Background: an optimization exercise with open tools, aiming at small area, a short achievable clock period and few clock cycles per item. Do not read the settings as production practice.
The RTL was checked by simulation tests, not by an equivalence proof against the original design.
No activity file was given, so power comes from the tool's default toggle rates.

$ cat design/flow/constraint.sdc
create_clock -name core_clock -period 10.0 [get_ports {clk}]
set_input_delay 2.0000 -clock core_clock [delete_from_list [all_inputs] [get_ports {clk}]]
set_output_delay 2.0000 -clock core_clock [all_outputs]
set_load 0.01 [all_outputs]
$ cat design/flow/design.v
`timescale 1ns/1ns
package blob_pkg;
  localparam int COL_W     = 11;
  localparam int ROW_W     = 11;
  localparam int MASS_W    = 21;
  localparam int MAX_OBJS  = 16;
  localparam int LABEL_W   = 4;
  localparam int MAX_RUNS  = 16;
  localparam int RUN_IDX_W = 4;
  localparam int MIN_MASS  = 8;   
  localparam int IN_DEPTH    = 4;
  localparam int IN_PTR_W    = 2;
  localparam int OUT_CREDITS = 4;
  localparam int CREDIT_W    = 3;
  localparam int TOKEN_W       = 23;
  localparam int TOK_EVENT_BIT = 22;
  localparam int TOK_FRAME_BIT = 0;
  localparam int TOK_START_LSB = 11;
  localparam int WORD_W = 32;
  typedef enum logic [1:0] {
    idle,
    search,
    stall_full,   
    frame_wait
  } label_state_t;
endpackage
`timescale 1ns/1ns
import blob_pkg::*;
module run_intake (
  input  logic               clk,
  input  logic               rst,
  input  logic               in_valid,
  input  logic [TOKEN_W-1:0] in_token,
  output logic               in_credit,
  output logic               tok_valid,
  output logic [TOKEN_W-1:0] tok_data,
  input  logic               tok_pop
);
  logic [TOKEN_W-1:0]  mem [IN_DEPTH];
  logic [IN_PTR_W-1:0] wr_ptr;
  logic [IN_PTR_W-1:0] rd_ptr;
  logic [IN_PTR_W:0]   fill;
  logic                pop;
  assign pop       = tok_pop && tok_valid;
  assign tok_valid = (fill != '0);
  assign tok_data  = mem[rd_ptr];
  always_ff @(posedge clk) begin
    if (rst) begin
      wr_ptr    <= '0;
      rd_ptr    <= '0;
      fill      <= '0;
      in_credit <= 1'b0;
    end else begin
      if (in_valid)
        wr_ptr <= wr_ptr + 1'b1;
      if (pop)
        rd_ptr <= rd_ptr + 1'b1;
      fill      <= fill + (IN_PTR_W+1)'(in_valid) - (IN_PTR_W+1)'(pop);
      in_credit <= pop;   
    end
  end
  always_ff @(posedge clk) begin
    if (in_valid)
      mem[wr_ptr] <= in_token;
  end
endmodule
`timescale 1ns/1ns
import blob_pkg::*;
module run_labeler (
  input  logic               clk,
  input  logic               rst,
  input  logic               tok_valid,
  input  logic [TOKEN_W-1:0] tok_data,
  output logic               tok_pop,
  output logic               upd_valid,
  output logic               upd_new,
  output logic [LABEL_W-1:0] upd_label,
  output logic [COL_W-1:0]   upd_start,
  output logic [COL_W-1:0]   upd_end,
  output logic [ROW_W-1:0]   row,
  output logic               frame_end,
  output logic [LABEL_W:0]   n_labels,
  input  logic               scan_done
);
  logic [COL_W-1:0]   start_mem [2*MAX_RUNS];
  logic [COL_W-1:0]   end_mem   [2*MAX_RUNS];
  logic [LABEL_W-1:0] label_mem [2*MAX_RUNS];
  logic               hold;        
  logic               bank;        
  logic [RUN_IDX_W:0] cur_cnt;
  logic [RUN_IDX_W:0] prev_cnt;
  logic [LABEL_W:0]   next_label;
  logic               take;
  logic               is_event;
  logic               is_frame;
  logic [COL_W-1:0]   run_start;
  logic [COL_W-1:0]   run_end;
  logic [COL_W:0]     cur_end_p1;
  logic [MAX_RUNS-1:0] touch;
  logic [MAX_RUNS-1:0] first;
  logic               hit;
  logic [LABEL_W-1:0] hit_label;
  logic               store;
  logic [LABEL_W-1:0] new_label;
  assign is_event  = tok_data[TOK_EVENT_BIT];
  assign is_frame  = tok_data[TOK_FRAME_BIT];
  assign run_start = tok_data[TOK_START_LSB +: COL_W];
  assign run_end   = tok_data[COL_W-1:0];
  assign take      = tok_valid && (!hold || scan_done);
  assign tok_pop   = take;
  assign cur_end_p1 = {1'b0, run_end} + 1'b1;
  always_comb begin
    for (int i = 0; i < MAX_RUNS; i++) begin
      touch[i] = (RUN_IDX_W+1)'(i) < prev_cnt &&
                 {1'b0, start_mem[{~bank, 4'(i)}]} <= cur_end_p1 &&
                 ({1'b0, end_mem[{~bank, 4'(i)}]} + 1'b1) >= {1'b0, run_start};
    end
  end
  assign first = touch & (~touch + 1'b1);
  assign hit   = |touch;
  always_comb begin
    hit_label = '0;
    for (int i = 0; i < MAX_RUNS; i++)
      hit_label |= first[i] ? label_mem[{~bank, 4'(i)}] : '0;
  end
  assign new_label = hit ? hit_label : next_label[LABEL_W-1:0];
  assign store     = take && !is_event && !cur_cnt[RUN_IDX_W] && (hit || !next_label[LABEL_W]);
  always_ff @(posedge clk) begin
    if (rst) begin
      hold       <= 1'b0;
      bank       <= 1'b0;
      row        <= '0;
      cur_cnt    <= '0;
      prev_cnt   <= '0;
      next_label <= '0;
      upd_valid  <= 1'b0;
      frame_end  <= 1'b0;
    end else begin
      upd_valid <= store;
      frame_end <= 1'b0;
      if (scan_done)
        hold <= 1'b0;
      if (take && is_event) begin
        if (is_frame) begin
          hold       <= 1'b1;
          frame_end  <= 1'b1;
          n_labels   <= next_label;
          next_label <= '0;
          row        <= '0;
          cur_cnt    <= '0;
          prev_cnt   <= '0;
        end else begin
          bank     <= ~bank;
          prev_cnt <= cur_cnt;
          cur_cnt  <= '0;
          row      <= row + 1'b1;
        end
      end
      if (store) begin
        cur_cnt <= cur_cnt + 1'b1;
        if (!hit)
          next_label <= next_label + 1'b1;
      end
    end
  end
  always_ff @(posedge clk) begin
    if (store) begin
      upd_new                                <= !hit;
      upd_label                              <= new_label;
      upd_start                              <= run_start;
      upd_end                                <= run_end;
      start_mem[{bank, cur_cnt[RUN_IDX_W-1:0]}] <= run_start;
      end_mem[{bank, cur_cnt[RUN_IDX_W-1:0]}]   <= run_end;
      label_mem[{bank, cur_cnt[RUN_IDX_W-1:0]}] <= new_label;
    end
  end
endmodule
`timescale 1ns/1ns
import blob_pkg::*;
module object_table (
  input  logic               clk,
  input  logic               rst,
  input  logic               upd_valid,
  input  logic               upd_new,
  input  logic [LABEL_W-1:0] upd_label,
  input  logic [COL_W-1:0]   upd_start,
  input  logic [COL_W-1:0]   upd_end,
  input  logic [ROW_W-1:0]   upd_row,
  input  logic               frame_end,
  input  logic [LABEL_W:0]   n_labels,
  output logic               scan_done,
  input  logic               wr_ready,
  output logic               wr_valid,
  output logic [26:0]        wr_data,
  output logic               wr_last
);
  logic [MASS_W-1:0]   mass_mem  [MAX_OBJS];
  logic [COL_W-1:0]    min_x_mem [MAX_OBJS];
  logic [COL_W-1:0]    max_x_mem [MAX_OBJS];
  logic [ROW_W-1:0]    min_y_mem [MAX_OBJS];
  logic [ROW_W-1:0]    max_y_mem [MAX_OBJS];
  logic [MASS_W-1:0]   run_len;
  logic [MASS_W-1:0]   cur_mass;
  logic [COL_W-1:0]    cur_min_x;
  logic [COL_W-1:0]    cur_max_x;
  assign run_len   = MASS_W'(upd_end) - MASS_W'(upd_start) + MASS_W'(1);
  assign cur_mass  = mass_mem[upd_label];
  assign cur_min_x = min_x_mem[upd_label];
  assign cur_max_x = max_x_mem[upd_label];
  always_ff @(posedge clk) begin
    if (upd_valid) begin
      if (upd_new) begin
        mass_mem[upd_label]  <= run_len;
        min_x_mem[upd_label] <= upd_start;
        max_x_mem[upd_label] <= upd_end;
        min_y_mem[upd_label] <= upd_row;
      end else begin
        mass_mem[upd_label] <= cur_mass + run_len;
        if (upd_start < cur_min_x)
          min_x_mem[upd_label] <= upd_start;
        if (upd_end > cur_max_x)
          max_x_mem[upd_label] <= upd_end;
      end
      max_y_mem[upd_label] <= upd_row;
    end
  end
  logic                rep_on;
  logic [MAX_OBJS-1:0] rep_pend;
  logic [1:0]          phase;
  logic [LABEL_W:0]    rep_cnt;
  logic                on;
  logic [MAX_OBJS-1:0] pend;
  logic [MAX_OBJS-1:0] sel;
  logic [MAX_OBJS-1:0] big;
  logic                any;
  logic [MASS_W-1:0]   s_mass;
  logic [COL_W-1:0]    s_min_x;
  logic [COL_W-1:0]    s_max_x;
  logic [ROW_W-1:0]    s_min_y;
  logic [ROW_W-1:0]    s_max_y;
  always_comb begin
    for (int i = 0; i < MAX_OBJS; i++)
      big[i] = (LABEL_W+1)'(i) < n_labels && mass_mem[i] > MASS_W'(MIN_MASS);
  end
  assign on   = frame_end || rep_on;
  assign pend = frame_end ? big : rep_pend;
  assign sel  = pend & (~pend + 1'b1);
  assign any  = |pend;
  always_comb begin
    s_mass  = '0;
    s_min_x = '0;
    s_max_x = '0;
    s_min_y = '0;
    s_max_y = '0;
    for (int i = 0; i < MAX_OBJS; i++) begin
      s_mass  |= sel[i] ? mass_mem[i]  : '0;
      s_min_x |= sel[i] ? min_x_mem[i] : '0;
      s_max_x |= sel[i] ? max_x_mem[i] : '0;
      s_min_y |= sel[i] ? min_y_mem[i] : '0;
      s_max_y |= sel[i] ? max_y_mem[i] : '0;
    end
  end
  assign wr_valid  = on && wr_ready;
  assign wr_last   = !any;
  assign scan_done = on && wr_ready && !any;
  always_comb begin
    if (!any)
      wr_data = frame_end ? 27'(0) : 27'(rep_cnt);
    else if (phase == 2'd0)
      wr_data = 27'(s_mass);
    else if (phase == 2'd1)
      wr_data = {s_max_x, 5'b0, s_min_x};
    else
      wr_data = {s_max_y, 5'b0, s_min_y};
  end
  always_ff @(posedge clk) begin
    if (rst) begin
      rep_on   <= 1'b0;
      rep_pend <= '0;
      phase    <= '0;
      rep_cnt  <= '0;
    end else begin
      if (frame_end) begin
        rep_on   <= 1'b1;
        rep_pend <= big;
        phase    <= '0;
        rep_cnt  <= '0;
      end
      if (on && wr_ready) begin
        if (!any) begin
          rep_on <= 1'b0;
        end else if (phase == 2'd2) begin
          phase    <= '0;
          rep_pend <= pend & ~sel;
          rep_cnt  <= (frame_end ? '0 : rep_cnt) + 1'b1;
        end else begin
          phase <= phase + 1'b1;
        end
      end
    end
  end
endmodule
`timescale 1ns/1ns
import blob_pkg::*;
module report_writer (
  input  logic              clk,
  input  logic              rst,
  input  logic              wr_valid,
  input  logic [26:0]       wr_data,
  input  logic              wr_last,
  output logic              wr_ready,
  output logic              out_valid,
  output logic [WORD_W-1:0] out_data,
  output logic              out_last,
  input  logic              out_credit
);
  logic [CREDIT_W-1:0] credits;
  logic [26:0]         data_q;
  assign wr_ready = (credits > CREDIT_W'(out_valid));
  assign out_data = {5'b0, data_q};
  always_ff @(posedge clk) begin
    if (rst) begin
      out_valid <= 1'b0;
      out_last  <= 1'b0;
      credits   <= CREDIT_W'(OUT_CREDITS);
    end else begin
      out_valid <= wr_valid;
      out_last  <= wr_valid && wr_last;
      credits   <= credits - CREDIT_W'(out_valid) + CREDIT_W'(out_credit);
    end
  end
  always_ff @(posedge clk) begin
    if (wr_valid)
      data_q <= wr_data;
  end
endmodule
`timescale 1ns/1ns
import blob_pkg::*;
module blob_detector (
  input  logic               clk,
  input  logic               rst,
  input  logic               in_valid,
  input  logic [TOKEN_W-1:0] in_token,
  output logic               in_credit,
  output logic               out_valid,
  output logic [WORD_W-1:0]  out_data,
  output logic               out_last,
  input  logic               out_credit
);
  logic               tok_valid;
  logic [TOKEN_W-1:0] tok_data;
  logic               tok_pop;
  logic               upd_valid;
  logic               upd_new;
  logic [LABEL_W-1:0] upd_label;
  logic [COL_W-1:0]   upd_start;
  logic [COL_W-1:0]   upd_end;
  logic [ROW_W-1:0]   upd_row;
  logic               frame_end;
  logic [LABEL_W:0]   n_labels;
  logic               scan_done;
  logic               wr_ready;
  logic               wr_valid;
  logic [26:0]        wr_data;
  logic               wr_last;
  run_intake u_intake (
    .clk(clk), .rst(rst), .in_valid(in_valid), .in_token(in_token),
    .in_credit(in_credit), .tok_valid(tok_valid), .tok_data(tok_data), .tok_pop(tok_pop)
  );
  run_labeler u_labeler (
    .clk(clk), .rst(rst), .tok_valid(tok_valid), .tok_data(tok_data), .tok_pop(tok_pop),
    .upd_valid(upd_valid), .upd_new(upd_new), .upd_label(upd_label),
    .upd_start(upd_start), .upd_end(upd_end), .row(upd_row),
    .frame_end(frame_end), .n_labels(n_labels), .scan_done(scan_done)
  );
  object_table u_table (
    .clk(clk), .rst(rst), .upd_valid(upd_valid), .upd_new(upd_new), .upd_label(upd_label),
    .upd_start(upd_start), .upd_end(upd_end), .upd_row(upd_row),
    .frame_end(frame_end), .n_labels(n_labels), .scan_done(scan_done),
    .wr_ready(wr_ready), .wr_valid(wr_valid), .wr_data(wr_data), .wr_last(wr_last)
  );
  report_writer u_writer (
    .clk(clk), .rst(rst), .wr_valid(wr_valid), .wr_data(wr_data), .wr_last(wr_last),
    .wr_ready(wr_ready), .out_valid(out_valid), .out_data(out_data),
    .out_last(out_last), .out_credit(out_credit)
  );
endmodule
$ cat design/flow/run.sh
#!/bin/bash
# synth_recipe.tcl (not shown) runs the flow's synth.tcl, then flattens the netlist and writes it again
# the make line also repeats each setting of config.mk as NAME=value (left out here)
make -C /OpenROAD-flow-scripts/flow DESIGN_CONFIG=/design/flow/config.mk WORK_HOME=/design/flow/orfs CLKGATE_MAP_FILE= SYNTH_SCRIPT=/design/flow/synth_recipe.tcl finish
$ cat design/flow/config.mk
export PLATFORM = sky130hd
export DESIGN_NAME = blob_detector
export DESIGN_NICKNAME = blob_detector
export VERILOG_FILES = /design/flow/design.v
export SDC_FILE = /design/flow/constraint.sdc
export NUM_CORES = 4
export LEC_CHECK = 0
export CAP_MARGIN = 20
export CORE_MARGIN = 2
export CORE_UTILIZATION = 40
export SLEW_MARGIN = 20
==> results.txt <==
per-stage QoR:
| step | cell area, um2 | cells | hold slack (ns) | total power, mW | setup slack, ns |
|---|---|---|---|---|---|
| floorplan | 96700 | 6281 | 0.453 | 20.6 | 0.820 |
| global placement | 102000 | 9448 | 0.479 | 25.7 | 1.74 |
| detailed placement | 102000 | 9451 | 0.482 | 26.0 | 1.67 |
| CTS | 110000 | 9855 | 0.490 | 34.2 | 1.65 |
| global route | 110000 | 9857 | 0.524 | 35.7 | 1.43 |
| finish | 110000 | 9859 | 0.492 | 34.2 | 1.87 |
registers in the layout (all words and copies together) (netlist names), 3 cells and up, named ones only:
| signal | count |
|---|---|
| u_labeler.start_mem | 352 |
| u_table.rep_pend | 16 |
| u_table.min_y_mem | 176 |
| u_labeler.label_mem | 128 |
| u_labeler.row | 11 |
| u_labeler.upd_start | 11 |
| u_labeler.cur_cnt | 5 |
| u_labeler.upd_end | 11 |
| u_labeler.next_label | 5 |
| u_labeler.upd_label | 4 |
| u_table.rep_cnt | 5 |
| u_intake.fill | 3 |
| u_labeler.prev_cnt | 5 |
| u_labeler.n_labels | 5 |
| u_table.max_y_mem | 176 |
| u_table.min_x_mem | 176 |
| u_writer.data_q | 27 |
| u_labeler.end_mem | 352 |
| u_intake.mem | 92 |
| u_writer.credits | 3 |
| u_table.max_x_mem | 176 |
| u_table.mass_mem | 336 |
Yosys cell counts (14+ instances only):
library cell,number,area share [%]
o21a_1,57,0.44
nand3_1,159,0.82
nor4_1,61,0.39
a22oi_1,25,0.19
a21oi_1,215,1.1
a21boi_0,14,0.11
and3_1,38,0.25
mux4_2,238,5.5
clkbuf_1,191,0.74
edfxtp_1,2023,63
o211ai_1,20,0.16
or3_1,17,0.11
a221o_1,172,1.8
mux2_2,196,2.3
nand4_1,60,0.39
xor2_1,96,0.87
dfxtp_1,73,1.5
buf_2,49,0.25
nand2_1,250,0.97
nand2b_1,41,0.27
o31ai_1,25,0.19
ha_1,408,5.3
and2_1,39,0.25
a211oi_1,43,0.33
a32o_1,38,0.39
inv_1,98,0.38
a221oi_1,130,1.2
a21o_1,78,0.61
nor2_1,276,1.1
o21ai_0,121,0.63
xnor2_1,137,1.2
a31oi_1,25,0.16
nand3b_1,17,0.13
a222oi_1,133,1.4
nor2b_1,130,0.84
a32oi_1,29,0.26
buf_1,58,0.23
mux2i_1,148,1.5
nor3_1,105,0.54
cells by family after synthesis:
logic type                 synth area share [%]
and+or+nand+nor                            6.72
adders and majority gates                  5.48
buffers and inverters                      1.76
DFF                                        64.3
xor gates and xnor gates                   2.22
AOI/OAI and AO/OA                          10.1
muxes                                      9.44
other                                   0.00388
critical path, delay by kind of cell, from the launching register on:
family	cells	cell delay [ns]
AND/OR/NAND/NOR	11	3.96
AO/OA/AOI/OAI	3	1.09
buffers and inverters	3	0.88
flip-flops	1	0.72
multiplexers	1	0.71
adder cells (fa/ha/maj)	1	0.34
worst max path at each step:
stage,slack [ns],start,endpoint,cells after the start
floorplan,0.82,u_labeler.bank$_SDFFE_PP0P_,u_labeler.end_mem[12][0]$_DFFE_PP_,31
global placement,1.74,register,u_labeler.label_mem[12][0]$_DFFE_PP_,18
detailed placement,1.67,register,u_labeler.label_mem[12][0]$_DFFE_PP_,19
CTS,1.65,register,u_labeler.label_mem[12][1]$_DFFE_PP_,19
global route,1.43,register,u_labeler.start_mem[10][4]$_DFFE_PP_,19
finish,1.87,register,u_labeler.start_mem[10][4]$_DFFE_PP_,19
report_power, final:
part           total, mW  switching, mW  internal (mW)  leakage, nW
Clock               8.16           3.53           4.62         3.44
Sequential          12.0          0.569           11.4         19.2
Combinational       14.0           8.91           5.14         13.4
Total               34.2           13.0           21.2         36.0
layer usage:
metal	track usage, %	routed length [um]
met1	31.3	118000
met2	38.6	140000
met3	3.89	24000
met4	9.02	11700
met5	0	27
final cells by class:
cell class	count	area, um2
Clock buffer	260	5550
Fill cell	20800	131000
Inverter	100	375
Timing Repair Buffer	299	2430
Antenna cell	4	10.0
Clock inverter	144	1590
Tap cell	3185	3990
Sequential cell	2096	62200
Multi-Input combinational cell	3771	33400
==> impl_results.md <==
* GR Util All Layers at 23.5%
* Pin count of the biggest net entering global routing at 125
* First-pass GRT wire length at 422 mm
* Wire per inst at 29.8 um
* Post-CTS Hold Buffers at 0
* Ys flop type: edfxtp_1
* Hold violation total from the final report at 0
* Flops & latches, synth at 2096
* PwrDens at 312 nW/um2
* Slew Viols, Final at 0
* Layout Nets at 6920
* Worst min path class: register to register
* DIE AREA at 246000 um2
* RD Place Congestion at 0.944
* Setup TNS at 0 ns
* Io pins at 62
* CTS HTree Levels at 4
* R2R Path End: u_labeler.start_mem[10][4]$_DFFE_PP_
* Core box area at 241000 um2
* Commonest non-fill, non-tap cells in the layout: edfxtp_1 (2023), ha_1 (408), nand2_1 (250)
* Mean Syn Cell Area at 15.4 um2
* CP Capture Type: register
* Area Growth Syn to Fin at 13.3%
* Worst-Margin Slew at 1.18 ns
* DRT Wirelength at 294 mm
* FFs w/ async S/R, synth at 0%
* Setup violators final at 0
* Worst IR Drop VDD at 0.000299 V
* Post-synth EDFFs at 2023
* Overflow after GRT at 0
* Cts repair resizes at 0
* Initial DRC Count at 8077
* Area of the mapped netlist at 96700 um2
* Port buffer count at 56
* Crit path largest cell delay at 0.72 ns
* CTS tree: done
* Layout cell share with drive strength beyond 1 at 17.5%
* Final Util at 45.6%
* Rel. slew slack at 19.2%
* Clock sink count at 2096
* DRT antenna net count at 0
* Leak pwr at 36.0 nW
* Worst-path clk slew at 0.06 ns
* Vias per inst at 6.18
* # rows at 180
* DR vias at 60900
* Seq/Total Area, Yosys at 64.3%
* Max Cap Violations at 0
* Reg2reg path depth at 19
* Status: finished clean
* DR pass1 iterations at 10
* Vias in the first global route at 60100
* Hold wc startpoint: u_labeler.cur_cnt[4]$_SDFFE_PP0P_
* Reg2Reg Setup Slack at 1.87 ns
* Initial antenna violation count at 12
* CTS buffer count at 213
* Die height at 496 um
* DR DRC count at 0
* Final setup skew at 0.0511 ns
* Crit path DAT at 8.67 ns
* Critical path, cell by cell: buf_4, mux4_2, and3_4, a21oi_2, or2_1, inv_2, ha_1, nand4_1, or3b_1, a2111oi_2, nor4_1, nor4_4, or3_1, nor3_4, nand4_4, o21a_4, nand2_1, nor2_2, buf_4
* Bufs on Longest Clock Path at 3
* Most used cell, CP: buf_4
* Startpoint Class: register
* Most common cell after layout, fill and taps aside: edfxtp_1
* Worst Hold Path EP: u_labeler.cur_cnt[4]$_SDFFE_PP0P_
* Distinct cells, synth at 112
* Die Wd at 496 um
* Fmax at 123 MHz
* Period utilization at 81.3%
* Mapped Cells at 6277
* Root Driver: clkbuf_16
* Worst Setup Path Type: register to register
* Hold depth at 2
* CP max stage cell: dfxtp_2
* Starting Density at 40.2%
* Crit Path Max Fanout at 40
* Worst EP required at 10.54 ns
* Clock Latency Late Sink at 0.88 ns
* Post-CTS Setup Repair Bufs at 0
* Hpwl dp at 189 mm
* YS warnings at 4
* RSZ-0062 raised after global routing: false
* Tmin final at 8.13 ns
Testbench counts, summed over its fixed seeds: cycles 13,286, tokens 11,777.

re-timing with driven ports:
The results above use ideal ports. As a check the final layout listed here was re-extracted and re-timed, cells and wires unchanged. Step 1, drivers: a clkbuf_16 drives clk and a buf_2 each remaining input, both assumed. Step 2 adds t to the input delays and takes it off the output delays; t is the mean of the earliest and latest rising clock arrival at the registers after step 1. Input paths then give back, and output paths get back, about the clock's delay inside the block. Slacks: ideal / step 1 / step 2; pairs: ideal / step 1.
shift t [ns]: 0.952
slack for setup (ns): 1.866 / 1.866 / 1.866
pins driven straight from the clock port: 1
After both steps this run still meets setup and hold. For this run, drivers alone change the setup slack by 0.000 ns; drivers and shift together by 0.000 ns.
